This design comes from an exercise in tuning for small area, a short achievable clock period and few clock cycles per item on the open sky130 flow, not from production work. In this exercise RTL edits were held to simulation tests only and were not proved equivalent to the original. Power is estimated from default activity; no workload was simulated.

[design.v]
`default_nettype none
package acs_pkg;
  localparam int CHANNELS    = 4;
  localparam int MAX_RUN     = 1024;
  localparam int SAMPLE_BITS = 12;
  localparam int CH_W    = 2;
  localparam int LEN_W   = $clog2(MAX_RUN) + 1;    
  localparam int CNT_W   = $clog2(MAX_RUN);        
  localparam int SUM_W   = SAMPLE_BITS + $clog2(MAX_RUN);
  localparam int DB_W    = 12;
  localparam int GAIN_W  = 16;
  localparam int Q_FRAC  = 8;
  localparam int PROD_W  = SAMPLE_BITS + GAIN_W;
  localparam int MA_W    = 20;
  localparam int CFG_W   = 16;
  localparam int CFG_IDX_W = 2;
  localparam int JOB_W   = CH_W + 1 + SUM_W + LEN_W;
  localparam logic [CFG_IDX_W-1:0] REG_MEASURE_COUNT   = 2'd0;
  localparam logic [CFG_IDX_W-1:0] REG_CALIBRATE_COUNT = 2'd1;
  localparam logic [CFG_IDX_W-1:0] REG_DEADBAND        = 2'd2;
  localparam logic [CFG_IDX_W-1:0] REG_GAIN            = 2'd3;
  function automatic logic [CNT_W-1:0] count_limit(input logic [LEN_W-1:0] c);
    logic [CNT_W-1:0] r;
    if (c == '0) r = '0;
    else if (c > LEN_W'(MAX_RUN)) r = CNT_W'(MAX_RUN - 1);
    else r = CNT_W'(c - LEN_W'(1));
    count_limit = r;
  endfunction
endpackage
`default_nettype wire
`default_nettype none
module acs_queue (
  input  wire logic                            clk,
  input  wire logic                            rst,
  input  wire logic                            hold,
  input  wire logic                            s_valid,
  output logic                                 s_ready,
  input  wire logic [acs_pkg::CH_W-1:0]        s_channel,
  input  wire logic                            s_kind,
  input  wire logic [acs_pkg::SAMPLE_BITS-1:0] s_sample,
  output logic                                 n_valid,
  output logic [acs_pkg::CH_W-1:0]             n_ch,
  output logic                                 n_kind,
  output logic [acs_pkg::SAMPLE_BITS-1:0]      n_sample
);
  logic                            sk_valid;
  logic [acs_pkg::CH_W-1:0]        sk_ch;
  logic                            sk_kind;
  logic [acs_pkg::SAMPLE_BITS-1:0] sk_sample;
  logic                            take;
  logic                            ready_q;    
  assign s_ready  = ready_q;
  assign take     = s_valid && !sk_valid;
  assign n_valid  = sk_valid || take;
  assign n_ch     = sk_valid ? sk_ch     : s_channel;
  assign n_kind   = sk_valid ? sk_kind   : s_kind;
  assign n_sample = sk_valid ? sk_sample : s_sample;
  always_ff @(posedge clk) begin
    if (rst) begin
      sk_valid <= 1'b0;
      ready_q  <= 1'b1;
    end else if (hold) begin
      if (take) begin
        sk_valid <= 1'b1;
        ready_q  <= 1'b0;
      end
    end else begin
      sk_valid <= 1'b0;
      ready_q  <= 1'b1;
    end
    if (hold && take) begin
      sk_ch     <= s_channel;
      sk_kind   <= s_kind;
      sk_sample <= s_sample;
    end
  end
endmodule
`default_nettype wire
`default_nettype none
module acs_front (
  input  wire logic                            clk,
  input  wire logic                            rst,
  input  wire logic                            hold,      
  input  wire logic [acs_pkg::CNT_W-1:0]       meas_lim,
  input  wire logic [acs_pkg::CNT_W-1:0]       cal_lim,
  input  wire logic                            n_valid,
  input  wire logic [acs_pkg::CH_W-1:0]        n_ch,
  input  wire logic                            n_kind,
  input  wire logic [acs_pkg::SAMPLE_BITS-1:0] n_sample,
  output logic                                 push,      
  output logic [acs_pkg::CH_W-1:0]             push_ch,
  output logic                                 push_kind,
  output logic [acs_pkg::SUM_W-1:0]            push_sum,
  output logic [acs_pkg::CNT_W-1:0]            push_nlen,   
  output logic [6:0]                           push_nlen3,  
  output logic                                 push_small   
);
  logic [acs_pkg::SUM_W-1:0] run_sum  [acs_pkg::CHANNELS];
  logic [acs_pkg::CNT_W-1:0] run_len  [acs_pkg::CHANNELS];
  logic                      run_kind [acs_pkg::CHANNELS];
  logic                            in_valid;
  logic [acs_pkg::CH_W-1:0]        in_ch;
  logic                            in_kind;
  logic [acs_pkg::SAMPLE_BITS-1:0] in_sample;
  logic [acs_pkg::CHANNELS-1:0]    in_join;       
  logic [acs_pkg::SUM_W-1:0] base_sum;
  logic [acs_pkg::CNT_W-1:0] base_len;
  logic [acs_pkg::SUM_W-1:0] sum_next;
  logic [acs_pkg::LEN_W-1:0] len_next;
  logic                      done;
  logic fwd;
  logic n_busy;
  logic n_run_kind;
  always_comb begin
    fwd        = in_valid && (n_ch == in_ch);
    n_busy     = fwd ? !done   : (run_len[n_ch] != '0);
    n_run_kind = fwd ? in_kind : run_kind[n_ch];
  end
  always_ff @(posedge clk) begin
    if (rst) in_valid <= 1'b0;
    else if (!hold) in_valid <= n_valid;
    if (!hold) begin
      in_ch      <= n_ch;
      in_kind    <= n_kind;
      in_sample  <= n_sample;
      for (int c = 0; c < acs_pkg::CHANNELS; c++)
        in_join[c] <= (n_ch == acs_pkg::CH_W'(c)) && !(n_busy && (n_run_kind != n_kind));
    end
  end
  always_comb begin
    base_sum = '0;
    base_len = '0;
    for (int c = 0; c < acs_pkg::CHANNELS; c++) begin
      base_sum = base_sum | (in_join[c] ? run_sum[c] : '0);
      base_len = base_len | (in_join[c] ? run_len[c] : '0);
    end
    sum_next = base_sum + acs_pkg::SUM_W'(in_sample);
    len_next = acs_pkg::LEN_W'(base_len) + acs_pkg::LEN_W'(1);
    done     = base_len >= (in_kind ? cal_lim : meas_lim);
  end
  always_ff @(posedge clk) begin
    if (rst) begin
      for (int i = 0; i < acs_pkg::CHANNELS; i++) begin
        run_sum[i]  <= '0;
        run_len[i]  <= '0;
        run_kind[i] <= 1'b0;
      end
    end else if (in_valid && !hold) begin
      run_kind[in_ch] <= in_kind;
      if (done) begin
        run_sum[in_ch] <= '0;
        run_len[in_ch] <= '0;
      end else begin
        run_sum[in_ch] <= sum_next;
        run_len[in_ch] <= len_next[acs_pkg::CNT_W-1:0];
      end
    end
  end
  assign push       = in_valid && done;
  assign push_ch    = in_ch;
  assign push_kind  = in_kind;
  assign push_sum   = sum_next;
  assign push_nlen  = ~base_len;
  assign push_nlen3 = ~(7'(base_len[4:0]) + 7'({base_len[4:0], 1'b0}) + 7'd2);
  assign push_small = base_len < acs_pkg::CNT_W'(16);
endmodule
`default_nettype wire
`default_nettype none
module acs_back #(
  parameter int SB = 5,     
  parameter int SK = 4,     
  parameter int LK = 1      
) (
  input  wire logic                        clk,
  input  wire logic                        rst,
  input  wire logic                        stall,
  input  wire logic [acs_pkg::DB_W-1:0]    deadband,
  input  wire logic [acs_pkg::GAIN_W-1:0]  gain,
  input  wire logic                        push,
  input  wire logic [acs_pkg::CH_W-1:0]    push_ch,
  input  wire logic                        push_kind,
  input  wire logic [acs_pkg::SUM_W-1:0]   push_sum,
  input  wire logic [acs_pkg::CNT_W-1:0]   push_nlen,    
  input  wire logic [SB+1:0]               push_nlen3,   
  input  wire logic                        push_small,
  output logic                             j_free,    
  output logic                             r_valid,
  output logic [acs_pkg::CH_W-1:0]         r_channel,
  output logic                             r_kind,
  output logic [acs_pkg::SAMPLE_BITS-1:0]  r_average,
  output logic [acs_pkg::MA_W-1:0]         r_current_ma
);
  localparam int QB = acs_pkg::SAMPLE_BITS;    
  localparam int LW = acs_pkg::LEN_W;
  localparam int RB = LW - 1;                  
  localparam int SR = SB - 1;                  
  localparam int NS = QB / SK;                 
  localparam int NL = QB / LK;                 
  localparam int CW = $clog2(NL + 1);
  logic                     j_valid;
  logic [acs_pkg::CH_W-1:0] j_ch;
  logic                     j_kind;
  logic [acs_pkg::SUM_W-1:0] j_sum;
  logic [RB-1:0]            j_nlen;
  logic [SB+1:0]            j_nl3;
  logic                     j_small;
  logic [CW-1:0]            j_count;
  logic                     l_last;
  logic [RB-1:0]            l_rem_n;
  logic [QB-1:0]            l_q_n;
  always_comb begin
    logic [RB:0]   trial;
    logic [RB+1:0] l_diff;
    logic          fits;
    l_rem_n = j_sum[acs_pkg::SUM_W-1:QB];
    l_q_n   = j_sum[QB-1:0];
    for (int j = 0; j < LK; j++) begin
      trial   = {l_rem_n, l_q_n[QB-1]};
      l_diff  = {1'b0, trial} + {2'b11, j_nlen};    
      fits    = !l_diff[RB+1];
      l_rem_n = fits ? l_diff[RB-1:0] : trial[RB-1:0];
      l_q_n   = {l_q_n[QB-2:0], fits};
    end
  end
  assign l_last = j_valid && !j_small && j_count == CW'(NL - 1);
  assign j_free = !stall && (!j_valid || j_small || l_last);
  always_ff @(posedge clk) begin
    if (rst) j_valid <= 1'b0;
    else if (j_free) j_valid <= push;
    if (j_free) begin
      j_ch    <= push_ch;
      j_kind  <= push_kind;
      j_sum   <= push_sum;
      j_nlen  <= push_nlen;
      j_nl3   <= push_nlen3;
      j_small <= push_small;
      j_count <= '0;
    end else if (!stall) begin
      j_sum   <= {l_rem_n, l_q_n};
      j_count <= j_count + CW'(1);
    end
  end
  localparam int T3 = SB + 2;                  
  logic            dv  [NS+1];
  logic [acs_pkg::CH_W-1:0] dch [NS+1];
  logic            dk  [NS+1];
  logic [SR-1:0]   drem[NS+1];
  logic [QB-1:0]   dq  [NS+1];
  logic [SB-1:0]   dn1 [NS+1];    
  logic [T3-1:0]   dn3 [NS+1];    
  assign dv[0]   = j_valid && j_small;
  assign dch[0]  = j_ch;
  assign dk[0]   = j_kind;
  assign drem[0] = j_sum[QB+SR-1:QB];
  assign dq[0]   = j_sum[QB-1:0];
  assign dn1[0]  = j_nlen[SB-1:0];
  assign dn3[0]  = j_nl3;
  for (genvar s = 0; s < NS; s++) begin : g_div
    logic [SR-1:0] rem;
    logic [QB-1:0] q;
    logic [T3-1:0] trial;
    logic [T3:0]   d1, d2, d3;
    always_comb begin
      rem = drem[s];
      q   = dq[s];
      for (int j = 0; j < SK / 2; j++) begin
        trial = T3'({rem, q[QB-1:QB-2]});
        d1    = {1'b0, trial} + {{(T3-SB+1){1'b1}}, dn1[s]};
        d2    = {1'b0, trial} + {{(T3-SB){1'b1}}, dn1[s], 1'b0};
        d3    = {1'b0, trial} + {1'b1, dn3[s]};
        q     = {q[QB-3:0], 2'b00};
        if (!d3[T3]) begin
          rem  = SR'(d3);
          q[1:0] = 2'd3;
        end else if (!d2[T3]) begin
          rem  = SR'(d2);
          q[1:0] = 2'd2;
        end else if (!d1[T3]) begin
          rem  = SR'(d1);
          q[1:0] = 2'd1;
        end else begin
          rem  = SR'(trial);
        end
      end
    end
    if (s < NS - 1) begin : g_reg
      always_ff @(posedge clk) begin
        if (rst) dv[s+1] <= 1'b0;
        else if (!stall) dv[s+1] <= dv[s];
        if (!stall) begin
          dch[s+1]  <= dch[s];
          dk[s+1]   <= dk[s];
          drem[s+1] <= rem;
          dq[s+1]   <= q;
          dn1[s+1]  <= dn1[s];
          dn3[s+1]  <= dn3[s];
        end
      end
    end else begin : g_last
      assign dv[s+1]   = dv[s];
      assign dch[s+1]  = dch[s];
      assign dk[s+1]   = dk[s];
      assign drem[s+1] = rem;
      assign dq[s+1]   = q;
      assign dn1[s+1]  = dn1[s];
      assign dn3[s+1]  = dn3[s];
    end
  end
  logic                            p1_valid;
  logic [acs_pkg::CH_W-1:0]        p1_ch;
  logic                            p1_kind;
  logic [acs_pkg::SAMPLE_BITS-1:0] p1_avg;
  logic [acs_pkg::SAMPLE_BITS-1:0] zero_offset [acs_pkg::CHANNELS];
  logic [acs_pkg::SAMPLE_BITS-1:0] off;
  logic [acs_pkg::SAMPLE_BITS-1:0] corrected;
  always_ff @(posedge clk) begin
    if (rst) p1_valid <= 1'b0;
    else if (!stall) p1_valid <= dv[NS] || l_last;
    if (!stall) begin
      p1_ch   <= l_last ? j_ch    : dch[NS];
      p1_kind <= l_last ? j_kind  : dk[NS];
      p1_avg  <= l_last ? l_q_n   : dq[NS];
    end
  end
  assign off = zero_offset[p1_ch];
  logic [acs_pkg::SAMPLE_BITS:0] c_diff;
  assign c_diff    = {1'b0, p1_avg} - {1'b0, off};
  assign corrected = c_diff[acs_pkg::SAMPLE_BITS] ? '0 : c_diff[acs_pkg::SAMPLE_BITS-1:0];
  localparam int TW = acs_pkg::SAMPLE_BITS + 2;
  logic [TW-1:0] t_a, t_b, t_c, t_x, t_y, t_diff;
  logic          p1_pass;
  always_comb begin
    t_a    = TW'(p1_avg);
    t_b    = ~(TW'(off));
    t_c    = ~(TW'(deadband));
    t_x    = t_a ^ t_b ^ t_c;
    t_y    = {((t_a & t_b) | (t_a & t_c) | (t_b & t_c)), 1'b1};
    t_diff = t_x - ~t_y;
    p1_pass = !p1_kind && ((deadband == '0) || !t_diff[TW-1]);
  end
  logic [acs_pkg::CHANNELS-1:0] p1_set;
  always_ff @(posedge clk) begin
    if (rst) p1_set <= '0;
    else if (!stall)
      for (int c = 0; c < acs_pkg::CHANNELS; c++)
        p1_set[c] <= (dv[NS] || l_last) && (l_last ? j_kind : dk[NS]) &&
                     ((l_last ? j_ch : dch[NS]) == acs_pkg::CH_W'(c));
  end
  always_ff @(posedge clk) begin
    if (rst) begin
      for (int i = 0; i < acs_pkg::CHANNELS; i++) zero_offset[i] <= '0;
    end else if (!stall) begin
      for (int i = 0; i < acs_pkg::CHANNELS; i++)
        if (p1_set[i]) zero_offset[i] <= p1_avg;
    end
  end
  localparam int PW = acs_pkg::PROD_W;
  localparam int FW = acs_pkg::Q_FRAC;
  logic                            p2_valid;
  logic [acs_pkg::CH_W-1:0]        p2_ch;
  logic                            p2_kind;
  logic [acs_pkg::SAMPLE_BITS-1:0] p2_avg;
  logic                            p2_pass;
  logic [acs_pkg::SAMPLE_BITS-1:0] p2_corr;
  always_ff @(posedge clk) begin
    if (rst) p2_valid <= 1'b0;
    else if (!stall) p2_valid <= p1_valid;
    if (!stall) begin
      p2_ch   <= p1_ch;
      p2_kind <= p1_kind;
      p2_avg  <= p1_avg;
      p2_pass <= p1_pass;
      p2_corr <= corrected;
    end
  end
  logic [PW-1:0] row_a;
  logic [PW-1:0] row_b;
  logic [FW:0]   low_sum;
  localparam int GW = acs_pkg::GAIN_W + 2;
  logic [GW-1:0] gain3;
  always_ff @(posedge clk) gain3 <= GW'(gain) + GW'({gain, 1'b0});
  logic [PW-1:0] r0 [6];
  logic [PW-1:0] r1 [4];
  logic [PW-1:0] r2 [3];
  always_comb begin
    for (int i = 0; i < 6; i++) begin
      case (p2_corr[2*i +: 2])
        2'd1:    r0[i] = PW'(gain) << (2*i);
        2'd2:    r0[i] = PW'({gain, 1'b0}) << (2*i);
        2'd3:    r0[i] = PW'(gain3) << (2*i);
        default: r0[i] = '0;
      endcase
    end
    for (int i = 0; i < 2; i++) begin
      r1[2*i]   = r0[3*i] ^ r0[3*i+1] ^ r0[3*i+2];
      r1[2*i+1] = ((r0[3*i] & r0[3*i+1]) | (r0[3*i] & r0[3*i+2]) | (r0[3*i+1] & r0[3*i+2])) << 1;
    end
    r2[0] = r1[0] ^ r1[1] ^ r1[2];
    r2[1] = ((r1[0] & r1[1]) | (r1[0] & r1[2]) | (r1[1] & r1[2])) << 1;
    r2[2] = r1[3];
    row_a   = r2[0] ^ r2[1] ^ r2[2];
    row_b   = ((r2[0] & r2[1]) | (r2[0] & r2[2]) | (r2[1] & r2[2])) << 1;
    low_sum = (FW+1)'(row_a[FW-1:0]) + (FW+1)'(row_b[FW-1:0]);
  end
  logic                            p3_valid;
  logic [acs_pkg::CH_W-1:0]        p3_ch;
  logic                            p3_kind;
  logic [acs_pkg::SAMPLE_BITS-1:0] p3_avg;
  logic                            p3_pass;
  logic [PW-FW-1:0]                p3_a;
  logic [PW-FW-1:0]                p3_b;
  logic                            p3_c;
  logic [PW-FW-1:0]                scaled;
  logic [acs_pkg::MA_W-1:0]        ma;
  always_ff @(posedge clk) begin
    if (rst) p3_valid <= 1'b0;
    else if (!stall) p3_valid <= p2_valid;
    if (!stall) begin
      p3_ch   <= p2_ch;
      p3_kind <= p2_kind;
      p3_avg  <= p2_avg;
      p3_pass <= p2_pass;
      p3_a    <= row_a[PW-1:FW];
      p3_b    <= row_b[PW-1:FW];
      p3_c    <= low_sum[FW];
    end
  end
  assign scaled = p3_a + p3_b + (PW-FW)'(p3_c);
  assign ma = !p3_pass ? '0 : acs_pkg::MA_W'(scaled);
  always_ff @(posedge clk) begin
    if (rst) r_valid <= 1'b0;
    else if (!stall) r_valid <= p3_valid;
    if (!stall) begin
      r_channel    <= p3_ch;
      r_kind       <= p3_kind;
      r_average    <= p3_avg;
      r_current_ma <= ma;
    end
  end
endmodule
`default_nettype wire
`default_nettype none
module averaged_current_sense (
  input  wire logic                            clk,
  input  wire logic                            rst,
  input  wire logic                            s_valid,
  output logic                                 s_ready,
  input  wire logic [acs_pkg::CH_W-1:0]        s_channel,
  input  wire logic                            s_kind,
  input  wire logic [acs_pkg::SAMPLE_BITS-1:0] s_sample,
  output logic                                 r_valid,
  input  wire logic                            r_ready,
  output logic [acs_pkg::CH_W-1:0]             r_channel,
  output logic                                 r_kind,
  output logic [acs_pkg::SAMPLE_BITS-1:0]      r_average,
  output logic [acs_pkg::MA_W-1:0]             r_current_ma,
  input  wire logic                            cfg_we,
  input  wire logic [acs_pkg::CFG_IDX_W-1:0]   cfg_index,
  input  wire logic [acs_pkg::CFG_W-1:0]       cfg_data
);
  logic [acs_pkg::CNT_W-1:0]  meas_lim;    
  logic [acs_pkg::CNT_W-1:0]  cal_lim;     
  logic [acs_pkg::DB_W-1:0]   deadband;
  logic [acs_pkg::GAIN_W-1:0] gain;
  always_ff @(posedge clk) begin
    if (rst) begin
      meas_lim <= acs_pkg::CNT_W'(64 - 1);
      cal_lim  <= acs_pkg::CNT_W'(200 - 1);
      deadband <= acs_pkg::DB_W'(149);
      gain     <= acs_pkg::GAIN_W'(5158);
    end else if (cfg_we) begin
      case (cfg_index)
        acs_pkg::REG_MEASURE_COUNT:   meas_lim <= acs_pkg::count_limit(cfg_data[acs_pkg::LEN_W-1:0]);
        acs_pkg::REG_CALIBRATE_COUNT: cal_lim  <= acs_pkg::count_limit(cfg_data[acs_pkg::LEN_W-1:0]);
        acs_pkg::REG_DEADBAND:        deadband <= cfg_data[acs_pkg::DB_W-1:0];
        default:                      gain     <= cfg_data[acs_pkg::GAIN_W-1:0];
      endcase
    end
  end
  logic stall;
  logic j_free;
  logic hold;
  assign stall = r_valid && !r_ready;
  assign hold  = !j_free;
  logic                            n_valid;
  logic [acs_pkg::CH_W-1:0]        n_ch;
  logic                            n_kind;
  logic [acs_pkg::SAMPLE_BITS-1:0] n_sample;
  acs_queue u_queue (
    .clk(clk), .rst(rst), .hold(hold),
    .s_valid(s_valid), .s_ready(s_ready), .s_channel(s_channel),
    .s_kind(s_kind), .s_sample(s_sample),
    .n_valid(n_valid), .n_ch(n_ch), .n_kind(n_kind), .n_sample(n_sample)
  );
  logic                        push;
  logic [acs_pkg::CH_W-1:0]    push_ch;
  logic                        push_kind;
  logic [acs_pkg::SUM_W-1:0]   push_sum;
  logic [acs_pkg::CNT_W-1:0]   push_nlen;
  logic [6:0]                  push_nlen3;
  logic                        push_small;
  acs_front u_front (
    .clk(clk), .rst(rst), .hold(hold),
    .meas_lim(meas_lim), .cal_lim(cal_lim),
    .n_valid(n_valid), .n_ch(n_ch), .n_kind(n_kind), .n_sample(n_sample),
    .push(push), .push_ch(push_ch), .push_kind(push_kind), .push_sum(push_sum),
    .push_nlen(push_nlen), .push_nlen3(push_nlen3), .push_small(push_small)
  );
  acs_back u_back (
    .clk(clk), .rst(rst), .stall(stall),
    .deadband(deadband), .gain(gain),
    .push(push), .push_ch(push_ch), .push_kind(push_kind), .push_sum(push_sum),
    .push_nlen(push_nlen), .push_nlen3(push_nlen3), .push_small(push_small),
    .j_free(j_free),
    .r_valid(r_valid), .r_channel(r_channel), .r_kind(r_kind),
    .r_average(r_average), .r_current_ma(r_current_ma)
  );
endmodule
`default_nettype wire
[flow/run.sh]
#!/bin/bash
# The standard layout, with buf_2 port buffers and resizing not held to a cell's footprint.
bash standard.sh MATCH_CELL_FOOTPRINT=0 "BUFFER_PORTS_ARGS=-buffer_cell sky130_fd_sc_hd__buf_2" finish > standard.log 2>&1
[standard.sh]
#!/bin/bash
# synth_recipe.tcl (not shown) runs the flow's synth.tcl, then flattens the netlist and writes it again
# the make line also repeats each setting of config.mk as NAME=value (left out here)
make -C /OpenROAD-flow-scripts/flow DESIGN_CONFIG=/design/flow/config.mk WORK_HOME=/design/flow/orfs CLKGATE_MAP_FILE= SYNTH_SCRIPT=/design/flow/synth_recipe.tcl "${@:-finish}"
[config.mk]
export PLATFORM = sky130hd
export DESIGN_NAME = averaged_current_sense
export DESIGN_NICKNAME = averaged_current_sense
export VERILOG_FILES = /design/flow/design.v
export SDC_FILE = /design/flow/constraint.sdc
export NUM_CORES = 4
export LEC_CHECK = 0
export ABC_AREA = 1
export ABC_CLOCK_PERIOD_IN_PS = 3500
export CAP_MARGIN = 20
export CORE_MARGIN = 2
export CORE_UTILIZATION = 40
export CTS_BUF_LIST = sky130_fd_sc_hd__clkbuf_4 sky130_fd_sc_hd__clkbuf_8
export CTS_CLUSTER_SIZE = 30
export SETUP_SLACK_MARGIN = 4.7
export SLEW_MARGIN = 20
[constraint.sdc]
create_clock -name core_clock -period 8.5 [get_ports {clk}]
set_input_delay 1.7000 -clock core_clock [delete_from_list [all_inputs] [get_ports {clk}]]
set_output_delay 1.7000 -clock core_clock [all_outputs]
set_load 0.01 [all_outputs]
==> results of run 1 <==
cell usage after synthesis, types with 6 or more instances:
cell type	number	share of area, %
nor4_1	8	0.17
buf_4	6	0.15
a31oi_1	8	0.17
o21a_1	6	0.15
or2_2	15	0.31
nand3b_1	11	0.27
nand2_1	600	7.5
inv_2	11	0.14
nor2_4	7	0.26
xnor2_1	27	0.78
ha_1	202	8.4
inv_1	380	4.7
nor3_1	24	0.40
o221ai_1	47	1.4
o21ai_1	8	0.13
nor2_1	274	3.4
o21ai_0	194	3.2
a221oi_1	7	0.20
a22o_1	23	0.67
nand4_1	41	0.85
dfxtp_1	132	8.8
fa_1	89	5.9
o31ai_1	6	0.15
clkinv_1	6	0.075
o211ai_1	18	0.45
buf_2	17	0.28
o22ai_1	54	1.1
clkbuf_1	63	0.78
nand3_1	121	2.0
a21oi_1	262	4.3
a21o_1	19	0.47
edfxtp_1	403	40
mux2i_1	10	0.33
xor2_1	41	1.2
worst max-delay path, cell delays in order (launching register included):
cell and delay [ns]:
edfxtp_1 0.41, inv_1 0.09, nand2_1 0.44, o22ai_1 0.28, a21oi_1 0.09, fa_1 0.53
fa_1 0.55, inv_1 0.05, ha_1 0.30, ha_1 0.29, o211ai_1 0.10, o31ai_2 0.33
power groups by stage:
stage	Clock, mW	Sequential, mW	Combinational [mW]
final	2.45	4.16	6.86
after global routing	2.63	4.22	7.88
after CTS	2.52	4.18	6.62
after detailed placement	0	4.24	6.53
after global placement	0	4.23	6.46
after floorplan	0	4.04	4.82
layout make-up:
| class | instances | area, sq um |
|---|---|---|
| Antenna cell | 1 | 2.50 |
| Clock buffer | 137 | 1670 |
| Clock inverter | 31 | 272 |
| Fill cell | 7140 | 40700 |
| Inverter | 398 | 1500 |
| Multi-Input combinational cell | 2150 | 13700 |
| Sequential cell | 535 | 14700 |
| Tap cell | 969 | 1210 |
| Timing Repair Buffer | 129 | 800 |
| Timing Repair inverter | 1 | 5.00 |
what timing repair did:
action                                  4_1_cts  5_1_grt
pin swaps                                     1        8
hold endpoints to repair                      0        0
buffers inserted                              8       19
cloned                                        1        1
endpoints found under the setup margin      154      274
gates resized for setup                       9       31
sequential cells by signal (all words and copies together) (netlist names), 14 cells and up:
| register | flops |
|---|---|
| u_back.j_sum | 22 |
| u_back.p3_a | 20 |
| u_back.dq | 24 |
| u_back.zero_offset | 48 |
| u_back.r_current_ma | 20 |
| gain | 16 |
| u_front.run_len | 40 |
| u_back.gain3 | 18 |
| u_front.run_sum | 88 |
| u_back.p3_b | 20 |
| u_back.dn3 | 14 |
metal layers:
layer / global-route usage (%) / up-vias
met2: 32.6 / 695
met4: 6.73 / 2
met5: 0 / -
li1: - / 11200
met1: 26.2 / 10700
met3: 3.30 / 161
path summary, 6_finish.rpt:
kind	startpoint	end	slack, ns	depth (start not counted)
worst max-delay path	u_back.p2_corr[2]$_SDFFCE_PN0N_	u_back.p3_c$_DFFE_PN_	4.84	11
worst min-delay path	u_back.dq[1][0]$_SDFFCE_PN1N_	u_back.dq[2][4]$_DFFE_PN_	0.41	0
worst max register to register	u_back.p2_corr[2]$_SDFFCE_PN0N_	u_back.p3_c$_DFFE_PN_	4.84	11
worst min register to register	u_back.dq[1][0]$_SDFFCE_PN1N_	u_back.dq[2][4]$_DFFE_PN_	0.41	0
cells by family after synthesis:
kind of cell / Yosys count
xor+xnor: 69
simple gates: 1111
buf+inv: 487
fa+ha+maj: 291
compound gates: 667
mux: 11
flops: 535
cells in the final DEF (no fill, tap or decap), types with 23 or more instances in the layout:
cell type | synthesis | routed
a21oi_1 | 262 | 260
a22o_1 | 23 | 23
buf_2 | 17 | 74
buf_4 | 6 | 53
clkbuf_4 | 0 | 34
clkbuf_8 | 0 | 103
dfxtp_1 | 132 | 132
edfxtp_1 | 403 | 403
fa_1 | 89 | 89
ha_1 | 202 | 199
inv_1 | 380 | 372
nand2_1 | 600 | 592
nand3_1 | 121 | 120
nand4_1 | 41 | 41
nor2_1 | 274 | 266
nor3_1 | 24 | 24
o21ai_0 | 194 | 190
o221ai_1 | 47 | 47
o22ai_1 | 54 | 54
xnor2_1 | 27 | 27
xor2_1 | 41 | 41
stage by stage:
stage / std cells / setup WS [ns] / power (mW) / hold WS [ns]
2_1_floorplan: 3171 / 3.19 / 8.86 / 0.400
3_3_place_gp: 4153 / 3.92 / 10.7 / 0.400
3_5_place_dp: 4153 / 3.89 / 10.8 / 0.405
4_1_cts: 4330 / 4.69 / 13.3 / 0.415
5_1_grt: 4351 / 4.61 / 14.7 / 0.420
6_report: 4351 / 4.84 / 13.5 / 0.412
==> reports/qor.csv, run 1 <==
stage;metric;value;unit
detailed_routing;dr_total_vias;22700;
power_and_ir_drop;p_leak;14.7;nW
layout;layout.nets;3637;
logic_synthesis;synth.area.mux_share;0.369;%
timing;tightest_slew;1.10;ns
logic_synthesis;synth_adder_area_share;14.3;%
floorplan;core_area;74600;sq um
timing;final_hold_viol_count;0;
layout;final_util;45.5;%
layout;fin_area;33900;sq um
min_path;hp-class;reg2reg;
detailed_routing;drc;0;
detailed_routing;via_per_inst;5.23;
logic_synthesis;synth_xor_area_share;2.03;%
timing;period_needed;3.66;ns
logic_synthesis;yosysWarnings;22;
global_route;grtUsageTotal;19.7;%
timing;setup_viol;0;
placement;numPortBuffers;74;
cts;clkLatencyLatePin;0.70;ns
global_route;grt_overflow_total;0;
floorplan;io-pin-count;75;
power_and_ir_drop;powerDensity;397;nW/um^2
global_route;antenna_found_initial;2;
floorplan;dieHeight;279;um
cts;cts_root_buf;clkbuf_8;
cts;cts_max_path_buffers;3;
detailed_routing;ant_nets;0;
timing;tns;0;ns
setup_path;crit_required;8.99;ns
cts;cts_tree;yes;
cts;cts_hold_buf;0;
logic_synthesis;syn_avg_cell_area;9.51;sq um
placement;place_hpwl;54300;um
placement;routabilityCongestion;0.898;
logic_synthesis;synth_edf_count;403;
timing;finalCritPeriodShare;43.0;%
logic_synthesis;synth_compound_area_share;12.9;%
floorplan;rows;100;
flow_run;drv_cap;0;
power_and_ir_drop;internal-power;7.76;mW
detailed_routing;wl_met1;34100;um
cts;cts-htree-levels;3;
run_status;status;complete, no violations;
power_and_ir_drop;clkPwrFrac;18.2;%
layout;final_layout_size_suffix_gt1_share;10.9;%
timing;max_slew_margin;26.5;%
timing;fmax;273;MHz
floorplan;dieArea;77600;sq um
global_route;grt_max_degree;97;
setup_path;worstPathArrival;4.15;ns
cts;cts.sinks;535;
logic_synthesis;async_flop_share;0;%
setup_path;cp-start-kind;register;
global_route;grt_pass1_wl;121000;um
layout;areaGrowthSynthToFinish;12.4;%
logic_synthesis;netlist_area;30200;sq um
logic_synthesis;synth_ff_type;edfxtp_1;
power_and_ir_drop;seqPwrFrac;30.9;%
cts;clkTransAtPathRegs;0.06;ns
detailed_routing;routed_wirelength;77100;um
setup_path;crit_path_end_kind;register;
logic_synthesis;syn_inst;3171;
logic_synthesis;synth_seq_cells;535;
floorplan;start_util;40.5;%
logic_synthesis;yosys.area_share.simple;15.4;%
floorplan;die_w;279;um
detailed_routing;highest_layer;met5;
power_and_ir_drop;p_sw_share;42.4;%
global_route;grt_pass1_vias;21800;
logic_synthesis;synth_top_family_by_area;simple AND/OR/NAND/NOR gates;
timing;final_max_slew_viol_count;0;
detailed_routing;dr_wl_met2;36100;um
detailed_routing;wl_met3;4580;um
detailed_routing;dr.first_iter.drc_count;1779;
detailed_routing;wl_per_cell;17.7;um
setup_path;critPathMaxFanout;16;
timing;rsz0062_at_grt;true;
power_and_ir_drop;switching_power;5.71;mW
detailed_routing;firstDrtPassIters;7;
cts;numCtsBuffers;93;
logic_synthesis;ys_types;52;
power_and_ir_drop;irDropWorstVdd;0.000231;V
timing;fin_skew;0.0475;ns
logic_synthesis;syn_nets;3500;
setup_path;critical_path_class;reg2reg;
logic_synthesis;ys_seq_area_share;48.9;%
placement;placed_cell_area;31600;sq um
power_and_ir_drop;comb_power_share;50.9;%
Testbench counts, summed over its fixed seeds: cycles 16,657, items 4,813.
==> run 2: changes to the inputs <==
--- a/config.mk
+++ b/config.mk
@@ -13,4 +13,4 @@
 export CTS_BUF_LIST = sky130_fd_sc_hd__clkbuf_4 sky130_fd_sc_hd__clkbuf_8
 export CTS_CLUSTER_SIZE = 30
-export SETUP_SLACK_MARGIN = 4.7
+export SETUP_SLACK_MARGIN = 5.0
 export SLEW_MARGIN = 20
==> reports/qor.csv, run 2 <==
stage;metric;value;unit;change
global_route;grtUsageTotal;19.4;%;-0.31 points
detailed_routing;via_per_inst;5.24;;+0.26%
global_route;busiest_layer;met2;;
timing;tns;0;ns;unchanged
floorplan;start_util;40.5;%;unchanged
setup_path;worstPathArrival;3.93;ns;-0.22 ns
placement;numPortBuffers;74;;unchanged
global_route;use_met2;32.3;%;-0.38 points
global_route;grt_pass1_vias;21900;;+0.79%
detailed_routing;dr_total_vias;23000;;+0.95%
timing;finalCritPeriodShare;40.0;%;-3.0 points
power_and_ir_drop;seqPwrFrac;30.4;%;-0.5 points
power_and_ir_drop;p_sw_share;42.5;%;+0.078 points
cts;clkTransAtPathRegs;0.06;ns;about the same
floorplan;rows;100;;unchanged
layout;fin_area;34400;sq um;+1.5%
cts;clkLatencyLatePin;0.72;ns;+0.02 ns
placement;place_inst;4148;;-0.12%
timing;final_max_slew_viol_count;0;;unchanged
layout;final_common_cell;nand2_1;;
cts;cts-htree-levels;3;;unchanged
logic_synthesis;syn_avg_cell_area;9.51;sq um;unchanged
global_route;grt_pass1_wl;119000;um;-1.2%
detailed_routing;routed_wirelength;76200;um;-1.1%
setup_path;worstRegToRegCells;12;;+1
logic_synthesis;syn_inst;3171;;unchanged
timing;fmax;294;MHz;+7.5%
logic_synthesis;synth_edf_count;403;;unchanged
timing;period_needed;3.40;ns;-0.256 ns
logic_synthesis;synth_seq_cells;535;;unchanged
timing;fin_skew;0.0370;ns;-0.0105 ns
power_and_ir_drop;powerDensity;397;nW/um^2;about the same
min_path;hp-class;reg2reg;;
setup_path;crit_end;u_back.p3_c$_DFFE_PN_;;
floorplan;dieHeight;279;um;unchanged
logic_synthesis;synth_area_leader_cell;edfxtp_1;;
detailed_routing;wl_per_cell;17.4;um;-1.7%
setup_path;crit_path_end_kind;register;;
power_and_ir_drop;comb_power_share;51.6;%;+0.7 points
timing;tightest_slew;1.10;ns;-0.000193 ns
layout;layout.nets;3663;;+0.71%
global_route;antenna_found_initial;2;;unchanged
layout;largest_register_ffs;88;;unchanged
layout;reg_top3;u_front.run_sum x88, u_back.zero_offset x48, u_front.run_len x40;;
power_and_ir_drop;p_leak;14.9;nW;+1.3%
power_and_ir_drop;irDropWorstVdd;0.000222;V;-4.1%
detailed_routing;ant_nets;0;;unchanged
cts;numCtsBuffers;93;;unchanged
layout;regMostFlops;u_front.run_sum;;
setup_path;critPathMaxFanout;11;;-5
setup_path;critical_path_class;reg2reg;;
floorplan;core_area;74600;sq um;unchanged
logic_synthesis;async_flop_share;0;%;unchanged
layout;fin_cells;4381;;+0.69%
logic_synthesis;yosysWarnings;22;;unchanged
setup_path;r2r-start;u_back.p2_corr[0]$_SDFFCE_PN0N_;;
layout;areaGrowthSynthToFinish;14.1;%;
detailed_routing;firstDrtPassIters;7;;unchanged
logic_synthesis;netlist.area_leader.share;40.1;%;unchanged
run_status;status;complete, no violations;;
placement;placed_cell_area;31600;sq um;about the same
logic_synthesis;ys_seq_area_share;48.9;%;unchanged
setup_path;cp-start-kind;register;;
placement;dp_slack;3.68;ns;-0.215 ns
timing;final_hold_viol_count;0;;unchanged
logic_synthesis;netlist_area;30200;sq um;unchanged
logic_synthesis;synth_top_cells_by_area;edfxtp_1 (40%), dfxtp_1 (8.8%), ha_1 (8.4%);;
cts;cts.sinks;535;;unchanged
power_and_ir_drop;power.total;13.7;mW;+1.5%
floorplan;dieArea;77600;sq um;unchanged
setup_path;crit_required;9.03;ns;+0.04 ns
timing;rsz0062_at_grt;true;;
floorplan;die_w;279;um;unchanged
power_and_ir_drop;switching_power;5.81;mW;+1.7%
detailed_routing;drc;0;;unchanged
floorplan;io-pin-count;75;;unchanged
global_route;grtUsageMet3;3.13;%;-0.17 points
global_route;grtUsageMet1;25.8;%;-0.41 points
power_and_ir_drop;clkPwrFrac;18.0;%;-0.2 points
logic_synthesis;synth_ff_type;edfxtp_1;;
layout;final_cell_mix;nand2_1 (580), edfxtp_1 (403), inv_1 (367), nor2_1 (265), a21oi_1 (255);;
global_route;grt_max_degree;196;;+100%
placement;place_hpwl;52700;um;-2.9%
setup_path;crit_start;u_back.p2_corr[0]$_SDFFCE_PN0N_;;
timing;setup_viol;0;;unchanged
cts;cts_root_buf;clkbuf_8;;
logic_synthesis;synth.most_common_cell;nand2_1;;
placement;routabilityCongestion;0.867;;-3.5%
layout;final_layout_size_suffix_gt1_share;12.8;%;+1.8 points
cts;cts_max_path_buffers;3;;unchanged
logic_synthesis;ys_types;52;;unchanged
global_route;grt_overflow_total;0;;unchanged
setup_path;worstReg2RegEnd;u_back.p3_c$_DFFE_PN_;;
cts;cts_tree;yes;;
setup_path;reg2reg_slack;5.10;ns;+0.26 ns
timing;hold_slack;0.396;ns;-0.0160 ns
power_and_ir_drop;internal-power;7.86;mW;+1.4%
logic_synthesis;ys_top_cells_by_count;nand2_1 (600), edfxtp_1 (403), inv_1 (380);;
layout;final_util;46.2;%;+0.70 points
flow_run;drv_cap;0;;unchanged
timing;max_slew_margin;27.0;%;+0.41 points
detailed_routing;dr.first_iter.drc_count;1864;;+4.8%
timing;setup_slack;5.10;ns;+0.256 ns
logic_synthesis;syn_nets;3500;;unchanged
run 2: worst min-delay path by stage:
stage	startpoint	end	depth (start not counted)
2_1_floorplan	u_back.dch[1][0]$_DFFE_PN_	u_back.dch[2][0]$_DFFE_PN_	0
3_3_place_gp	u_back.p3_avg[3]$_DFFE_PN_	u_back.r_average[3]$_DFFE_PN_	0
3_5_place_dp	u_back.dq[1][2]$_SDFFCE_PN1N_	u_back.dq[2][6]$_DFFE_PN_	0
4_1_cts	u_back.p3_avg[1]$_DFFE_PN_	u_back.r_average[1]$_DFFE_PN_	0
5_1_grt	u_back.p3_avg[1]$_DFFE_PN_	u_back.r_average[1]$_DFFE_PN_	0
6_report	u_back.p3_avg[1]$_DFFE_PN_	u_back.r_average[1]$_DFFE_PN_	0
run 2: power by group through the flow:
stage	logic, mW	clock network, mW	registers, mW
2_1_floorplan	4.82	0	4.04
3_3_place_gp	6.30	0	4.23
3_5_place_dp	6.40	0	4.24
4_1_cts	6.63	2.52	4.17
5_1_grt	8.12	2.63	4.22
6_report	7.06	2.46	4.16
run 2: cells by family (layout without fill, tap and decap cells):
family          count (synthesis)  count (layout)  share of synthesized area, %
simple gates                 1111            1112                          15.4
compound gates                667             667                          12.9
flops                         535             535                          48.9
buf+inv                       487             726                          6.24
fa+ha+maj                     291             291                          14.3
xor+xnor                       69              69                          2.03
mux                            11              11                         0.369
other cells                     0               1                             0
run 2: area by class of cell:
class | count | area [sq um]
Fill cell | 7196 | 40100
Sequential cell | 535 | 14700
Multi-Input combinational cell | 2150 | 13900
Clock buffer | 134 | 1660
Inverter | 398 | 1510
Tap cell | 969 | 1210
Timing Repair Buffer | 156 | 1040
Clock inverter | 38 | 300
Antenna cell | 1 | 2.50
run 2: timing repair:
action                                  4_1_cts  5_1_grt
hold buffers                                  0        0
setup buffers                                19       40
pin swaps                                     4       17
endpoints found under the setup margin      248      178
gates resized for setup                      40       69
cloned                                        1        0
run 2: critical path, cell delays in order, from the launching register on:
cell,delay [ns]
edfxtp_1,0.57
nor2_4,0.08
clkinvlp_4,0.09
buf_4,0.19
o221ai_1,0.16
fa_1,0.58
inv_1,0.06
fa_1,0.52
inv_1,0.04
ha_1,0.28
ha_1,0.27
o211ai_1,0.09
o31ai_2,0.28
run 2: layer usage:
| metal | up-vias | part of all wire, % |
|---|---|---|
| li1 | 11300 | - |
| met1 | 10800 | 44 |
| met2 | 727 | 47 |
| met3 | 173 | 5.9 |
| met4 | 2 | 3.0 |
| met5 | - | 0.016 |
==> run 3: changes to the inputs <==
--- a/config.mk
+++ b/config.mk
@@ -12,5 +12,6 @@
 export CORE_UTILIZATION = 40
 export CTS_BUF_LIST = sky130_fd_sc_hd__clkbuf_4 sky130_fd_sc_hd__clkbuf_8
-export CTS_CLUSTER_SIZE = 30
+export CTS_CLUSTER_DIAMETER = 100
+export CTS_CLUSTER_SIZE = 15
 export SETUP_SLACK_MARGIN = 5.0
 export SLEW_MARGIN = 20
==> reports/qor.csv, run 3 <==
stage;metric;value;unit;change
detailed_routing;wl_per_cell;17.6;um;+1.3%
layout;largest_register_ffs;88;;unchanged
power_and_ir_drop;irDropWorstVdd;0.000220;V;-1.0%
logic_synthesis;synth_ff_type;edfxtp_1;;
floorplan;die_w;279;um;unchanged
logic_synthesis;syn_avg_cell_area;9.51;sq um;unchanged
setup_path;crit_path_end_kind;register;;
timing;fin_skew;0.0556;ns;+0.0186 ns
timing;setup_viol;0;;unchanged
logic_synthesis;netlist.area_leader.share;40.1;%;unchanged
placement;place_inst;4148;;unchanged
floorplan;core_area;74600;sq um;unchanged
placement;numPortBuffers;74;;unchanged
power_and_ir_drop;p_leak;14.3;nW;-3.8%
power_and_ir_drop;power.total;12.7;mW;-7.3%
global_route;grtUsageTotal;19.2;%;-0.22 points
layout;layout.nets;3609;;-1.5%
timing;final_max_slew_viol_count;0;;unchanged
logic_synthesis;synth_area_leader_cell;edfxtp_1;;
timing;period_needed;3.40;ns;-0.00234 ns
detailed_routing;routed_wirelength;75500;um;-0.96%
placement;place_hpwl;52700;um;unchanged
cts;cts-htree-levels;2;;-1
timing;fmax;294;MHz;about the same
run_status;status;complete, no violations;;
logic_synthesis;synth_top_cells_by_area;edfxtp_1 (40%), dfxtp_1 (8.8%), ha_1 (8.4%);;
cts;cts_max_path_buffers;3;;unchanged
layout;final_common_cell;nand2_1;;
setup_path;reg2reg_slack;5.10;ns;about the same
global_route;grt_overflow_total;0;;unchanged
layout;areaGrowthSynthToFinish;10.3;%;
cts;numCtsBuffers;42;;-55%
cts;clkLatencyLatePin;0.68;ns;-0.04 ns
setup_path;critical_path_class;reg2reg;;
detailed_routing;drc;0;;unchanged
power_and_ir_drop;powerDensity;381;nW/um^2;-4.2%
timing;setup_slack;5.10;ns;+0.00234 ns
logic_synthesis;synth.most_common_cell;nand2_1;;
setup_path;worstPathArrival;3.80;ns;-0.13 ns
layout;final_cell_mix;nand2_1 (576), edfxtp_1 (403), inv_1 (367), nor2_1 (265), a21oi_1 (256);;
timing;tightest_slew;1.11;ns;+0.0183 ns
detailed_routing;firstDrtPassIters;5;;-2
detailed_routing;dr_total_vias;22600;;-1.4%
logic_synthesis;async_flop_share;0;%;unchanged
layout;regMostFlops;u_front.run_sum;;
global_route;grt_max_degree;196;;unchanged
timing;rsz0062_at_grt;true;;
cts;cts.sinks;535;;unchanged
setup_path;crit_required;8.90;ns;-0.13 ns
timing;final_hold_viol_count;0;;unchanged
floorplan;dieArea;77600;sq um;unchanged
logic_synthesis;ys_types;52;;unchanged
layout;fin_cells;4284;;-2.2%
detailed_routing;via_per_inst;5.28;;+0.79%
cts;clkTransAtPathRegs;0.10;ns;+0.04 ns
floorplan;rows;100;;unchanged
logic_synthesis;yosysWarnings;22;;unchanged
logic_synthesis;syn_nets;3500;;unchanged
logic_synthesis;ys_top_cells_by_count;nand2_1 (600), edfxtp_1 (403), inv_1 (380);;
timing;tns;0;ns;unchanged
cts;cts_root_buf;clkbuf_8;;
timing;finalCritPeriodShare;40.0;%;about the same
logic_synthesis;ys_seq_area_share;48.9;%;unchanged
logic_synthesis;netlist_area;30200;sq um;unchanged
floorplan;dieHeight;279;um;unchanged
cts;cts_tree;yes;;
floorplan;io-pin-count;75;;unchanged
placement;routabilityCongestion;0.867;;unchanged
placement;dp_slack;3.68;ns;unchanged
logic_synthesis;synth_seq_cells;535;;unchanged
layout;final_util;44.6;%;-1.5 points
global_route;grt_pass1_wl;119000;um;-0.71%
logic_synthesis;synth_edf_count;403;;unchanged
global_route;grt_pass1_vias;21600;;-1.7%
global_route;antenna_found_initial;2;;unchanged
detailed_routing;ant_nets;0;;unchanged
cts;cts_hold_buf;0;;unchanged
setup_path;cp-start-kind;register;;
flow_run;drv_cap;0;;unchanged
layout;final_layout_size_suffix_gt1_share;10.8;%;-1.9 points
layout;reg_top3;u_front.run_sum x88, u_back.zero_offset x48, u_front.run_len x40;;
floorplan;start_util;40.5;%;unchanged
timing;max_slew_margin;25.7;%;-1.2 points
setup_path;critPathMaxFanout;5;;-6
min_path;hp-class;reg2reg;;
detailed_routing;dr.first_iter.drc_count;1889;;+1.3%
logic_synthesis;syn_inst;3171;;unchanged
## run 3: cell counts after synthesis
No cell type changed its count.
## run 3: worst paths after layout
kind | startpoint | endpoint | cells past startpoint
worst min register to register | u_back.p3_avg[1]$_DFFE_PN_ | u_back.r_average[1]$_DFFE_PN_ | 0
worst max-delay path | u_back.dq[2][11]$_DFFE_PN_ | u_back.p1_avg[1]$_DFFE_PN_ | 15
worst max register to register | u_back.dq[2][11]$_DFFE_PN_ | u_back.p1_avg[1]$_DFFE_PN_ | 15
worst min-delay path | u_back.p3_avg[1]$_DFFE_PN_ | u_back.r_average[1]$_DFFE_PN_ | 0
## run 3: cell families (layout without fill, tap and decap cells)
| kind of cell | Yosys count | after routing | synth area share (%) |
|---|---|---|---|
| flops | 535 | 535 | 48.9 |
| compound gates | 667 | 667 | 12.9 |
| fa+ha+maj | 291 | 291 | 14.3 |
| buf+inv | 487 | 628 | 6.24 |
| other cells | 0 | 2 | 0 |
| simple gates | 1111 | 1112 | 15.4 |
| mux | 11 | 11 | 0.369 |
| xor+xnor | 69 | 69 | 2.03 |
## run 3: final cells by class
| cell class | instances | area, sq um |
|---|---|---|
| Fill cell | 7277 | 41300 |
| Clock buffer | 74 | 843 |
| Inverter | 398 | 1510 |
| Multi-Input combinational cell | 2150 | 13900 |
| Tap cell | 969 | 1210 |
| Timing Repair Buffer | 153 | 1030 |
| Sequential cell | 535 | 14700 |
| Clock inverter | 3 | 25.0 |
| Antenna cell | 2 | 5.00 |
## run 3: timing repair
item,4_1_cts,5_1_grt
cloned,1,0
setup buffers,23,33
pin swaps,4,21
gates resized for setup,43,68
endpoints found under the setup margin,250,178
## run 3: layer usage
metal | vias up | track usage, % | share of wire, %
met5 | - | 0 | 0.015
met4 | 2 | 5.79 | 2.8
met2 | 666 | 32.0 | 47
met1 | 10700 | 26.2 | 45
li1 | 11100 | - | -
met3 | 129 | 2.37 | 5.5
## run 3: where the power goes
part           switching (mW)  internal [mW]  leakage, nW
clock                   0.882          0.629        0.472
sequential              0.416           3.72         5.28
combinational            4.27           2.75         8.57
total                    5.57           7.11         14.3
## run 3: stage by stage
step           hold slack, ns  cell area, sq um
3_3_place_gp            0.400             31600
2_1_floorplan           0.400             30200
3_5_place_dp            0.405             31600
4_1_cts                 0.405             32800
5_1_grt                 0.420             33300
6_report                0.411             33300
## run 3: worst max-delay path, cell delays in order, from the launching register on
cell      delay, ns
edfxtp_1       0.49
ha_1           0.33
nand3_1        0.08
nand2_1        0.09
nand2_1        0.08
o21ai_2        0.23
inv_1          0.13
o21ai_2        0.23
mux2_4         0.34
ha_1           0.29
a31o_2         0.25
a21oi_1        0.13
nor2_1         0.05
o21a_1         0.17
nor3_2         0.16
a21oi_1        0.10
==> run 4: changes to the inputs <==
--- a/config.mk
+++ b/config.mk
@@ -11,7 +11,7 @@
 export CORE_MARGIN = 2
 export CORE_UTILIZATION = 40
-export CTS_BUF_LIST = sky130_fd_sc_hd__clkbuf_4 sky130_fd_sc_hd__clkbuf_8
+export CTS_BUF_LIST = sky130_fd_sc_hd__clkbuf_8 sky130_fd_sc_hd__clkbuf_16
 export CTS_CLUSTER_DIAMETER = 100
-export CTS_CLUSTER_SIZE = 15
+export CTS_CLUSTER_SIZE = 30
 export SETUP_SLACK_MARGIN = 5.0
 export SLEW_MARGIN = 20
==> reports/qor.csv, run 4 <==
stage;metric;value;unit;change
timing;finalCritPeriodShare;40.3;%;+0.28 points
logic_synthesis;synth_seq_cells;535;;unchanged
global_route;grtUsageTotal;18.9;%;-0.29 points
detailed_routing;ant_nets;0;;unchanged
cts;cts_tree;yes;;
power_and_ir_drop;switching_power;5.60;mW;+0.54%
setup_path;cp_slowest_cell;edfxtp_1;;
logic_synthesis;syn_inst;3171;;unchanged
detailed_routing;routed_wirelength;74600;um;-1.2%
power_and_ir_drop;seqPwrFrac;32.4;%;-0.3 points
layout;fin_cells;4251;;-0.77%
setup_path;critical_path_class;reg2reg;;
floorplan;core_area;74600;sq um;unchanged
layout;largest_register_ffs;88;;unchanged
setup_path;crit_required;8.92;ns;+0.02 ns
logic_synthesis;yosysWarnings;22;;unchanged
global_route;grt_overflow_total;0;;unchanged
setup_path;max_stage_delay;0.60;ns;+0.11 ns
setup_path;cp_cell_sequence;nor2_4, clkinvlp_4, buf_4, o221ai_1, fa_1, inv_1, fa_1, inv_1, ha_1, ha_1, o211ai_1, o31ai_2;;
setup_path;cp-start-kind;register;;
floorplan;start_util;40.5;%;unchanged
layout;final_common_cell;nand2_1;;
layout;layout.nets;3591;;-0.50%
logic_synthesis;netlist.area_leader.share;40.1;%;unchanged
floorplan;rows;100;;unchanged
logic_synthesis;synth_ff_type;edfxtp_1;;
layout;final_util;44.7;%;+0.10 points
min_path;hp-class;reg2reg;;
timing;rsz0062_at_grt;true;;
detailed_routing;wl_per_cell;17.6;um;-0.40%
floorplan;io-pin-count;75;;unchanged
layout;final_cell_mix;nand2_1 (579), edfxtp_1 (403), inv_1 (369), nor2_1 (264), a21oi_1 (254);;
detailed_routing;dr.first_iter.drc_count;1957;;+3.6%
global_route;antenna_found_initial;1;;-1
logic_synthesis;synth_top_cells_by_area;edfxtp_1 (40%), dfxtp_1 (8.8%), ha_1 (8.4%);;
timing;final_max_slew_viol_count;0;;unchanged
detailed_routing;via_per_inst;5.28;;-0.11%
detailed_routing;firstDrtPassIters;6;;+1
layout;antennaDiodeCount;0;;-2
layout;regMostFlops;u_front.run_sum;;
logic_synthesis;syn_nets;3500;;unchanged
global_route;grt_max_degree;196;;unchanged
logic_synthesis;syn_avg_cell_area;9.51;sq um;unchanged
logic_synthesis;synth_edf_count;403;;unchanged
logic_synthesis;ys_seq_area_share;48.9;%;unchanged
floorplan;dieArea;77600;sq um;unchanged
setup_path;critPathMaxFanout;11;;+6
detailed_routing;drc;0;;unchanged
power_and_ir_drop;p_leak;14.3;nW;about the same
global_route;grt_pass1_vias;21400;;-0.80%
floorplan;die_w;279;um;unchanged
cts;clkLatencyLatePin;0.62;ns;-0.06 ns
setup_path;worstPathArrival;3.85;ns;+0.05 ns
logic_synthesis;ys_types;52;;unchanged
logic_synthesis;netlist_area;30200;sq um;unchanged
timing;period_needed;3.42;ns;+0.0242 ns
logic_synthesis;synth.most_common_cell;nand2_1;;
power_and_ir_drop;comb_power_share;55.1;%;-0.3 points
power_and_ir_drop;p_sw_share;43.8;%;-0.11 points
flow_run;drv_cap;0;;unchanged
power_and_ir_drop;internal-power;7.18;mW;+0.99%
logic_synthesis;synth_area_leader_cell;edfxtp_1;;
timing;fmax;292;MHz;-0.71%
cts;numCtsBuffers;26;;-38%
placement;numPortBuffers;74;;unchanged
global_route;grt_pass1_wl;118000;um;-0.91%
floorplan;dieHeight;279;um;unchanged
detailed_routing;dr_total_vias;22400;;-0.88%
power_and_ir_drop;irDropWorstVdd;0.000220;V;+0.21%
layout;final_layout_size_suffix_gt1_share;9.90;%;-0.90 points
timing;fin_skew;0.0251;ns;-0.0305 ns
timing;setup_viol;0;;unchanged
power_and_ir_drop;clkPwrFrac;12.5;%;+0.6 points
run_status;status;complete, no violations;;
setup_path;critPathBufInv;4;;+3
timing;tightest_slew;1.12;ns;+0.00649 ns
logic_synthesis;ys_top_cells_by_count;nand2_1 (600), edfxtp_1 (403), inv_1 (380);;
layout;reg_top3;u_front.run_sum x88, u_back.zero_offset x48, u_front.run_len x40;;
placement;routabilityCongestion;0.867;;unchanged
timing;max_slew_margin;25.3;%;-0.43 points
power_and_ir_drop;power.total;12.8;mW;+0.79%
setup_path;crit_path_end_kind;register;;
cts;cts_hold_buf;0;;unchanged
cts;cts.sinks;535;;unchanged
cts;cts_max_path_buffers;3;;unchanged
cts;cts-htree-levels;1;;-1
placement;place_hpwl;52700;um;unchanged
timing;tns;0;ns;unchanged
timing;final_hold_viol_count;0;;unchanged
power_and_ir_drop;powerDensity;383;nW/um^2;+0.56%
logic_synthesis;async_flop_share;0;%;unchanged
cts;clkTransAtPathRegs;0.12;ns;+0.02 ns
cts;cts_root_buf;clkbuf_16;;
layout;areaGrowthSynthToFinish;10.6;%;
placement;place_inst;4148;;unchanged
setup_path;crit_family;adder cells;;
## run 4: worst paths after layout
kind,end,slack (ns),from,depth (start not counted)
worst min-delay path,u_back.r_average[1]$_DFFE_PN_,0.43,u_back.p3_avg[1]$_DFFE_PN_,0
worst max-delay path,u_back.p3_c$_DFFE_PN_,5.08,u_back.p2_corr[0]$_SDFFCE_PN0N_,12
worst max register to register,u_back.p3_c$_DFFE_PN_,5.08,u_back.p2_corr[0]$_SDFFCE_PN0N_,12
worst min register to register,u_back.r_average[1]$_DFFE_PN_,0.43,u_back.p3_avg[1]$_DFFE_PN_,0
## run 4: area by class of cell
type                       count  area (sq um)
clock buffer                  28           689
clock inverter                20           258
tap                          969          1210
multi-input combinational   2150         14000
fill                        7257         41200
inverter                     398          1510
sequential                   535         14700
timing repair buffer         151          1000
## run 4: repair_timing
action	in CTS	in global routing
setup buffers	24	30
cloned	1	0
pin swaps	5	17
endpoints found under the hold margin	0	0
endpoints found under the setup margin	248	183
gates resized for setup	47	68
## run 4: kinds of logic after synthesis
kind of cell               Yosys count  synth area share (%)
adders and majority gates          291                  14.3
DFF                                535                  48.9
xor gates and xnor gates            69                  2.03
buffers and inverters              487                  6.24
and+or+nand+nor                   1111                  15.4
muxes                               11                 0.369
AOI/OAI and AO/OA                  667                  12.9
## run 4: metal layers
metal	part of all wire [%]	global-route usage (%)	wire (um)
met3	4.9	2.03	3680
met1	45	25.8	33300
met5	0.016	0	12
met4	2.5	4.82	1840
met2	48	32.2	35700
## run 4: stage by stage
stage	setup WS, ns	area (sq um)	hold slack (ns)
finish	5.08	33400	0.425
CTS	5.00	32900	0.427
floorplan	3.19	30200	0.400
global route	4.83	33400	0.433
global placement	3.70	31600	0.400
detailed placement	3.68	31600	0.405
## run 4: worst reg2reg max path: cells and delay by family (launching register included)
family | cells | cell delay (ns)
fa+ha+maj | 4 | 1.65
flops | 1 | 0.60
compound gates | 3 | 0.51
buf+inv | 4 | 0.38
simple gates | 1 | 0.08
## run 4: power groups by stage
stage / registers, mW / logic (mW) / clock network, mW
final: 4.14 / 7.04 / 1.60
after global routing: 4.20 / 8.11 / 1.73
after CTS: 4.15 / 6.66 / 1.65
after detailed placement: 4.24 / 6.40 / 0
after global placement: 4.23 / 6.30 / 0
after floorplan: 4.04 / 4.82 / 0
==> run 5: changes to the inputs <==
==> flow/run.sh (replaced) <==
#!/bin/bash
# The standard layout, with buf_2 port buffers, resizing not held to a cell's
# footprint, and timing repair aiming at 5.5 ns of setup slack.
bash standard.sh MATCH_CELL_FOOTPRINT=0 "BUFFER_PORTS_ARGS=-buffer_cell sky130_fd_sc_hd__buf_2" SETUP_SLACK_MARGIN=5.5 finish > standard.log 2>&1
--- a/config.mk
+++ b/config.mk
@@ -11,6 +11,5 @@
 export CORE_MARGIN = 2
 export CORE_UTILIZATION = 40
-export CTS_BUF_LIST = sky130_fd_sc_hd__clkbuf_8 sky130_fd_sc_hd__clkbuf_16
-export CTS_CLUSTER_DIAMETER = 100
+export CTS_BUF_LIST = sky130_fd_sc_hd__clkbuf_4 sky130_fd_sc_hd__clkbuf_8
 export CTS_CLUSTER_SIZE = 30
 export SETUP_SLACK_MARGIN = 5.0
==> reports/qor.csv, run 5 <==
stage;metric;value;unit;change
setup_path;crit_required;8.93;ns;about the same
timing;fmax;298;MHz;+1.9%
setup_path;crit_path_end_kind;register;;
cts;cts_hold_buf;0;;unchanged
layout;fin_cells;4547;;+7.0%
layout;final_common_cell;nand2_1;;
power_and_ir_drop;powerDensity;422;nW/um^2;+10%
logic_synthesis;netlist.area_leader.share;40.1;%;unchanged
run_status;status;complete, no violations;;
placement;placed_cell_area;31900;sq um;+0.84%
placement;numPortBuffers;74;;unchanged
logic_synthesis;ys_seq_area_share;48.9;%;unchanged
logic_synthesis;synth.area.mux_share;0.369;%;unchanged
detailed_routing;ant_nets;0;;unchanged
timing;tightest_slew;0.924;ns;-0.196 ns
layout;areaGrowthSynthToFinish;26.3;%;
cts;cts_tree;yes;;
floorplan;core_area;74600;sq um;unchanged
floorplan;dieArea;77600;sq um;unchanged
placement;dp_slack;3.88;ns;+0.205 ns
logic_synthesis;yosys.area_share.simple;15.4;%;unchanged
logic_synthesis;netlist_area;30200;sq um;unchanged
setup_path;crit_family;adder cells;;
cts;clkLatencyLatePin;0.70;ns;+0.08 ns
detailed_routing;firstDrtPassIters;9;;+3
setup_path;crit_top_cell;nand2_2;;
timing;hold_slack;0.403;ns;-0.0222 ns
setup_path;critical_path_class;reg2reg;;
setup_path;max_stage_delay;0.48;ns;-0.12 ns
logic_synthesis;synth_compound_area_share;12.9;%;unchanged
layout;reg_top3;u_front.run_sum x88, u_back.zero_offset x48, u_front.run_len x40;;
floorplan;rows;100;;unchanged
cts;cts-htree-levels;3;;+2
logic_synthesis;syn_nets;3500;;unchanged
global_route;grt_max_degree;85;;-57%
placement;place_hpwl;53400;um;+1.4%
logic_synthesis;syn_avg_cell_area;9.51;sq um;unchanged
layout;final_cell_mix;nand2_1 (513), edfxtp_1 (403), inv_1 (319), nor2_1 (235), a21oi_1 (221);;
logic_synthesis;synth_xor_area_share;2.03;%;unchanged
timing;setup_slack;5.14;ns;+0.0630 ns
detailed_routing;dr.first_iter.drc_count;2162;;+10%
layout;layout.nets;3830;;+6.7%
setup_path;worstPathArrival;3.79;ns;-0.06 ns
placement;routabilityCongestion;0.930;;+7.3%
cts;cts.sinks;535;;unchanged
min_path;hold_start;u_back.p3_avg[1]$_DFFE_PN_;;
timing;tns;0;ns;unchanged
detailed_routing;via_per_inst;5.37;;+1.9%
global_route;grtUsageTotal;20.5;%;+1.6 points
logic_synthesis;async_flop_share;0;%;unchanged
timing;final_max_slew_viol_count;0;;unchanged
min_path;hp-class;reg2reg;;
timing;finalCritPeriodShare;39.5;%;-0.74 points
floorplan;die_w;279;um;unchanged
timing;rsz0062_at_grt;true;;
detailed_routing;wl_per_cell;18.7;um;+6.5%
cts;numCtsBuffers;95;;+270%
logic_synthesis;synth_ff_type;edfxtp_1;;
power_and_ir_drop;power.total;16.1;mW;+26%
flow_run;drv_cap;0;;unchanged
logic_synthesis;ys_top_cells_by_count;nand2_1 (600), edfxtp_1 (403), inv_1 (380);;
layout;largest_register_ffs;88;;unchanged
logic_synthesis;synth_area_leader_cell;edfxtp_1;;
global_route;antenna_found_initial;3;;+2
timing;max_slew_margin;38.4;%;+13 points
detailed_routing;routed_wirelength;85000;um;+14%
global_route;grt_pass1_wl;126000;um;+7.3%
floorplan;start_util;40.5;%;unchanged
layout;fin_area;38100;sq um;+14%
detailed_routing;dr_total_vias;24400;;+9.0%
setup_path;crit_start;u_back.j_nl3[0]$_DFFE_PP_;;
detailed_routing;drc;0;;unchanged
power_and_ir_drop;p_leak;16.1;nW;+12%
cts;clkTransAtPathRegs;0.06;ns;-0.06 ns
global_route;grt_overflow_total;0;;unchanged
logic_synthesis;synth_top_family_by_area;simple AND/OR/NAND/NOR gates;;
layout;final_util;51.1;%;+6.3 points
logic_synthesis;syn_inst;3171;;unchanged
floorplan;io-pin-count;75;;unchanged
cts;cts_root_buf;clkbuf_8;;
cts;cts_max_path_buffers;3;;unchanged
layout;regMostFlops;u_front.run_sum;;
logic_synthesis;synth_seq_cells;535;;unchanged
global_route;grt_pass1_vias;23000;;+7.6%
logic_synthesis;synth_top_cells_by_area;edfxtp_1 (40%), dfxtp_1 (8.8%), ha_1 (8.4%);;
setup_path;critPathBufInv;2;;-2
logic_synthesis;ys_types;52;;unchanged
timing;final_hold_viol_count;0;;unchanged
setup_path;cp_cell_sequence;ha_2, fa_2, nand2_4, nor2_4, nor2_4, nand2_2, nand2_2, nand2_2, nand2_4, inv_6, buf_12, fa_1, or2_2, a31oi_1, a21oi_2;;
floorplan;dieHeight;279;um;unchanged
power_and_ir_drop;irDropWorstVdd;0.000283;V;+28%
timing;fin_skew;0.0390;ns;+0.0139 ns
setup_path;cp-start-kind;register;;
layout;final_layout_size_suffix_gt1_share;26.1;%;+16 points
setup_path;critPathMaxFanout;4;;-7
timing;setup_viol;0;;unchanged
setup_path;cp_slowest_cell;edfxtp_1;;
logic_synthesis;synth.most_common_cell;nand2_1;;
logic_synthesis;synth_adder_area_share;14.3;%;unchanged
logic_synthesis;yosysWarnings;22;;unchanged
setup_path;r2r-start;u_back.j_nl3[0]$_DFFE_PP_;;
timing;period_needed;3.36;ns;-0.0630 ns
placement;place_inst;4143;;-0.12%
logic_synthesis;synth_edf_count;403;;unchanged
[run 5: timing repair]
action,4_1_cts,5_1_grt
endpoints found under the setup margin,506,383
hold endpoints to repair,0,0
cloned,11,13
pin swaps,90,154
buffers inserted,107,99
resized for setup,192,335
[run 5: cell families (layout without fill, tap and decap cells)]
kind of cell	after synthesis	after routing
DFF	535	535
muxes	11	11
adders and majority gates	291	291
other	0	1
xor gates and xnor gates	69	69
buffers and inverters	487	882
AOI/OAI and AO/OA	667	667
and+or+nand+nor	1111	1122
[run 5: report_power, final]
part / switching [mW] / internal, mW / total [mW]
sequential: 0.468 / 3.74 / 4.20
combinational: 5.27 / 4.07 / 9.34
clock: 1.09 / 1.44 / 2.53
total: 6.83 / 9.25 / 16.1
[run 5: cell type report]
class                   instances  area, sq um
diodes                          1         2.50
multi-input cells            2160        15900
flip-flops and latches        535        14800
repair inverters                3         20.0
inverters                     398         1610
clock buffers                 130         1640
well taps                     969         1210
clock inverters                43          384
fillers                      6678        36500
repair buffers                308         2580
[run 5: worst register-to-register path, cell delays in order, from the launching register on]
cell      delay [ns]
edfxtp_1        0.48
ha_2            0.25
fa_2            0.42
nand2_4         0.10
nor2_4          0.05
nor2_4          0.15
nand2_2         0.11
nand2_2         0.09
nand2_2         0.06
nand2_4         0.09
inv_6           0.05
buf_12          0.12
fa_1            0.47
or2_2           0.32
a31oi_1         0.26
a21oi_2         0.08
[run 5: worst paths after layout]
check / slack (ns) / depth (start not counted) / endpoint
worst max-delay path: 5.14 / 15 / u_back.drem[1][3]$_DFFE_PN_
worst min-delay path: 0.40 / 0 / u_back.r_average[1]$_DFFE_PN_
worst max register to register: 5.14 / 15 / u_back.drem[1][3]$_DFFE_PN_
worst min register to register: 0.40 / 0 / u_back.r_average[1]$_DFFE_PN_
[run 5: metal layers]
| layer | global-route usage [%] | wire length, um | part of all wire [%] | vias up |
|---|---|---|---|---|
| met1 | 27.0 | 35600 | 42 | 11700 |
| met4 | 6.71 | 3000 | 3.5 | 4 |
| met3 | 3.53 | 5490 | 6.5 | 223 |
| met2 | 34.4 | 40900 | 48 | 904 |
| li1 | - | - | - | 11700 |
| met5 | 0 | 25 | 0.029 | - |

port drivers added, routing unchanged:
In the flow no input, the clock included, has a driving cell. The finished layouts below were timed again as built, in two steps. Step 1 assumes that a clkbuf_16 drives the clock port and a buf_2 every other input. Step 2 times the ports against the registers' clock, not the clock port: input delays grow and output delays shrink by t, the midpoint of the rising clock arrivals with the driver on. Three values: no drivers, after step 1, after step 2; two values: the first two.
run | t, ns | slack for setup (ns) | hold WS [ns] | pins driven straight from the clock port
run 1 | 0.735 | 4.842 / 4.842 / 4.190 | 0.412 / 0.412 / 0.412 | 1
run 2 | 0.753 | 5.098 / 5.098 / 4.404 | 0.396 / 0.396 / 0.396 | 1
run 3 | 0.715 | 5.100 / 5.100 / 4.433 | 0.411 / 0.411 / 0.411 | 1
run 4 | 0.663 | 5.076 / 5.076 / 4.547 | 0.425 / 0.425 / 0.425 | 1
run 5 | 0.738 | 5.139 / 5.139 / 4.763 | 0.403 / 0.403 / 0.403 | 1
After both steps every run listed still meets setup and hold. The setup slack of run 2, which loses most, moves by 0.000 ns with the drivers and by -0.694 ns with both steps.
